Context: an optimization exercise on an open-source flow, tuned for small area, a short achievable clock period and few clock cycles per item. The choices shown serve that exercise and are no tape-out recipe.
Function was checked by simulation only, so behaviour that the tests miss may differ from the original.

## job 101
==> flow/design.v (excerpt) <==
module alu_unit_top #(
    parameter int ND = 2     
) (
    input  logic        clk,
    input  logic        rst,
    input  logic        req_i,
    input  logic [68:0] cmd_i,
    output logic        ack_o,
    output logic [31:0] result_o
);
    logic [4:0]  op;
    logic [31:0] a, b;
    assign op = cmd_i[68:64];
    assign a  = cmd_i[63:32];
    assign b  = cmd_i[31:0];
    logic        ack_q, busy_q, div_q, fix_q, sel_q;
    logic [3:0]  cnt_q;
    logic [31:0] hi_q, lo_q, res_q;
    logic        hx_q;       
    logic        bp_q;       
    logic        negq_q, negr_q;
    logic        ms_q;       
    logic        sh_q;       
    logic start;
    assign start = req_i && !ack_q && !busy_q;
    logic is_mul, is_div, mul_s, div_s;
    assign is_mul = (op == 5'd11) || (op == 5'd12);
    assign is_div = (op == 5'd13) || (op == 5'd14);
    assign mul_s  = (op == 5'd11);
    assign div_s  = (op == 5'd13);
    logic [32:0] addsub;
    logic        sub;
    assign sub    = op[0] | op[1];    
    assign addsub = {1'b0, a} + {1'b0, b ^ {32{sub}}} + {32'b0, sub};
    logic lt_s, lt_u;
    assign lt_u = !addsub[32];
    assign lt_s = (a[31] ^ b[31]) ? a[31] : addsub[31];
    logic        shl;
    logic [31:0] sh_in, sh_out, sh_rev;
    logic [63:0] sh_ext;
    assign shl = (op == 5'd8);
    always_comb begin
        for (int i = 0; i < 32; i++) sh_in[i] = shl ? a[31-i] : a[i];
    end
    assign sh_ext = {{32{(op == 5'd10) && a[31]}}, sh_in} >> b[4:0];
    assign sh_out = sh_ext[31:0];
    always_comb begin
        for (int i = 0; i < 32; i++) sh_rev[i] = sh_out[31-i];
    end
    logic s_add, s_and, s_or, s_xor, s_nor, s_slt, s_sltu, s_sll, s_srx, s_mfhi;
    assign s_add  = (op == 5'd0) || (op == 5'd1);
  ...
Size in the first run: about 5,000 cells after synthesis, ~110 flip-flops, ~110 I/O pins, about 28,000 um2 of cells after synthesis.
export LEC_CHECK = 0
export ABC_AREA = 1
export CAP_MARGIN = 20
export CORE_MARGIN = 2
export CORE_UTILIZATION = 50
export SETUP_SLACK_MARGIN = 5
export SLEW_MARGIN = 20
create_clock -name core_clock -period 11.5 [get_ports {clk}]
standard.sh (not shown) runs the stock make flow with config.mk's settings and CLKGATE_MAP_FILE= SYNTH_SCRIPT=/design/flow/synth_recipe.tcl, a recipe that flattens the netlist after the stock synthesis.
==> flow/flow/run.sh <==
#!/bin/bash
# Standard ORFS layout (the standard.sh, standard synthesis unchanged) with
# two layout-only changes: ports buffered with buf_2 instead of the delay-cell
# buffer buffer_ports picks by default, and a larger setup repair margin.
set -o pipefail
bash standard.sh \
    "BUFFER_PORTS_ARGS=-buffer_cell sky130_fd_sc_hd__buf_2" \
    SETUP_SLACK_MARGIN=6.25 \
    finish > standard.log 2>&1
Testbench counts of job 101, summed over its fixed seeds: cycles 8,189, items 2,400.
--- input diff job 101..job 102 ---
--- a/flow/design.v
+++ b/flow/design.v
@@ -56,22 +56,23 @@
     assign op = cmd_i[68:64];
     assign a  = cmd_i[63:32];
     assign b  = cmd_i[31:0];
     logic        ack_q, busy_q, div_q, fix_q, sel_q;
     logic [3:0]  cnt_q;
     logic [31:0] hi_q, lo_q, res_q;
     logic        hx_q;       
     logic        bp_q;       
     logic        negq_q, negr_q;
     logic        ms_q;       
     logic        sh_q;       
+    logic        s8_q;       
     logic start;
     assign start = req_i && !ack_q && !busy_q;
     logic is_mul, is_div, mul_s, div_s;
     assign is_mul = (op == 5'd11) || (op == 5'd12);
     assign is_div = (op == 5'd13) || (op == 5'd14);
     assign mul_s  = (op == 5'd11);
     assign div_s  = (op == 5'd13);
     logic [32:0] addsub;
     logic        sub;
     assign sub    = op[0] | op[1];    
     assign addsub = {1'b0, a} + {1'b0, b ^ {32{sub}}} + {32'b0, sub};
@@ -110,23 +111,23 @@
                    | ({32{s_sll}}  & sh_rev)
                    | ({32{s_srx}}  & sh_out)
                    | ({32{s_mfhi}} & hi_q)
                    | {31'b0, (s_slt & lt_s) | (s_sltu & lt_u)};
     logic [32:0] m_hsrc;
     logic [31:0] m_lsrc;
     logic        m_pb, m_last;
     logic [32:0] m_a;
     assign m_hsrc = {hx_q, hi_q};
     assign m_lsrc = lo_q;
     assign m_pb   = bp_q;
-    assign m_last = (cnt_q == (sh_q ? 4'(8 / ND - 1) : 4'(16 / ND - 1)));
+    assign m_last = (cnt_q == (s8_q ? 4'(4 / ND - 1) : sh_q ? 4'(8 / ND - 1) : 4'(16 / ND - 1)));
     assign m_a    = {ms_q && res_q[31], res_q};
     function automatic logic [35:0] booth_row(input logic [2:0] bits, input logic [32:0] x);
         logic one, two, neg;
         logic [33:0] mag;
         one = bits[0] ^ bits[1];
         two = (bits[2] & ~bits[1] & ~bits[0]) | (~bits[2] & bits[1] & bits[0]);
         neg = bits[2];
         mag = ({34{one}} & {x[32], x}) | ({34{two}} & {x, 1'b0});
         booth_row = {{2{neg ^ mag[33]}}, mag ^ {34{neg}}};
     endfunction
     localparam int SW = 34 + 2 * ND;
@@ -219,32 +220,34 @@
     always_comb begin
         if (sk3) begin
             d_hi0 = {8'b0, n1y[31:8]};  d_lo0 = {n1y[7:0], {24{!b_nz}}};  d_cnt0 = 4'd12;
         end else if (sk2) begin
             d_hi0 = {16'b0, n1y[31:16]}; d_lo0 = {n1y[15:0], {16{!b_nz}}}; d_cnt0 = 4'd8;
         end else if (sk1) begin
             d_hi0 = {24'b0, n1y[31:24]}; d_lo0 = {n1y[23:0], {8{!b_nz}}};  d_cnt0 = 4'd4;
         end else begin
             d_hi0 = 32'b0;              d_lo0 = n1y;                     d_cnt0 = 4'd0;
         end
     end
-    logic m_sa;
+    logic m_sa, m_s8;
     assign m_sa  = mul_s ? (&a[31:15] || a[31:15] == 17'b0) : (a[31:16] == 16'b0);
+    assign m_s8  = mul_s ? (&a[31:7]  || a[31:7]  == 25'b0) : (a[31:8]  == 24'b0);
     logic idle;
     assign idle = !ack_q && !busy_q;
     always_ff @(posedge clk) begin
         if (idle) begin
             res_q  <= (is_mul || is_div) ? n2y : alu_res;
             sel_q  <= is_mul || is_div || (op == 5'd16) || (op == 5'd17) || (op == 5'd18);
             ms_q   <= mul_s;
             sh_q   <= m_sa;
+            s8_q   <= m_s8;
             hx_q   <= 1'b0;
             bp_q   <= 1'b0;
             negq_q <= (negA ^ negB) && b_nz;
             negr_q <= negA;
         end else if (busy_q && !div_q) begin
             {hx_q, bp_q} <= {m_sum[2*ND+32], m_lsrc[2*ND-1]};
         end
     end
     always_ff @(posedge clk) begin
         if (rst) begin
             ack_q  <= 1'b0;
@@ -275,23 +278,26 @@
                     if (op == 5'd17) hi_q <= a;
                     if (op == 5'd18) lo_q <= a;
                 end
             end else if (busy_q) begin
                 if (!div_q) begin
                     hi_q   <= m_sum[2*ND+31:2*ND];
                     lo_q   <= {m_sum[2*ND-1:0], m_lsrc[31:2*ND]};
                     cnt_q  <= cnt_q + 4'd1;
                     if (m_last) begin
                         busy_q <= 1'b0;
                         ack_q  <= 1'b1;
-                        if (sh_q) begin
+                        if (s8_q) begin
+                            hi_q <= {{24{m_sum[2*ND+32]}}, m_sum[2*ND+31:2*ND+24]};
+                            lo_q <= {m_sum[2*ND+23:0], m_lsrc[31:2*ND+24]};
+                        end else if (sh_q) begin
                             hi_q <= {{16{m_sum[2*ND+32]}}, m_sum[2*ND+31:2*ND+16]};
                             lo_q <= {m_sum[2*ND+15:0], m_lsrc[31:2*ND+16]};
                         end
                     end
                 end else if (!fix_q) begin
                     hi_q  <= d_r2;
                     lo_q  <= d_q2;
                     cnt_q <= cnt_q + 4'd1;
                     if (cnt_q == 4'd15) begin
                         if (negq_q || negr_q) begin
                             fix_q <= 1'b1;
Findings:
For job 102, the path type of the worst setup path was in2reg, unlike job 101, where it was reg2reg.
Summary of job 102 over job 101: floorplan die width went up, number of clock buffers in the layout went down.
Job 102 completed every stage of the flow, and the final layout passed the timing, design-rule and antenna checks.
Delta (job 102 minus job 101): count of cell instances traversed by the critical path fell by 12, non-clock buffer area fraction after layout rose by 0.93 points, share of cell area taken by flip-flops and latches fell by 0.23 points, routability-driven placement congestion ratio fell by about 6%.
From job 101 to job 102 the numbers moved as follows: via count grew by about 4%, post-layout net count grew by about 1.7%, time the final worst path needs with I/O delays and setup grew by 0.10 ns, register-to-register slack grew by 0.06 ns.
Lower design area goes to job 101 over job 102.
On clock latency reported for the late side of the worst-skew pair, job 101 and job 102 are basically level.
Testbench counts of job 102, summed over its fixed seeds: cycles 8,033, items 2,400.

==> what the ideal ports hide <==
The results above use ideal ports. As a check the final layouts listed here were re-extracted and re-timed, cells and wires unchanged.
Step 1 assumes that a clkbuf_16 drives the clock port and a buf_2 every other input.
Step 2 moves the port delays by t, midway between the first and last clock arrival at a register: inputs arrive t later, outputs are due t later. That takes back most of the time a late clock gives input paths.
Slacks: ideal / step 1 / step 2; pairs: ideal / step 1.
run	t, ns	setup slack, ns	worst hold slack (ns)	slew at the worst register clock pin (ns)	worst data-port slew with drivers (ns)
job 101	0.459	6.239 / 6.239 / 5.852	0.485 / 0.485 / 0.485	0.10 / 0.10	0.09
job 102	0.478	6.137 / 6.179 / 5.701	0.544 / 0.544 / 0.544	0.10 / 0.10	0.07
After both steps every run listed still meets setup and hold. The setup slack of job 102, which loses most, moves by +0.042 ns with the drivers and by -0.436 ns with both steps.
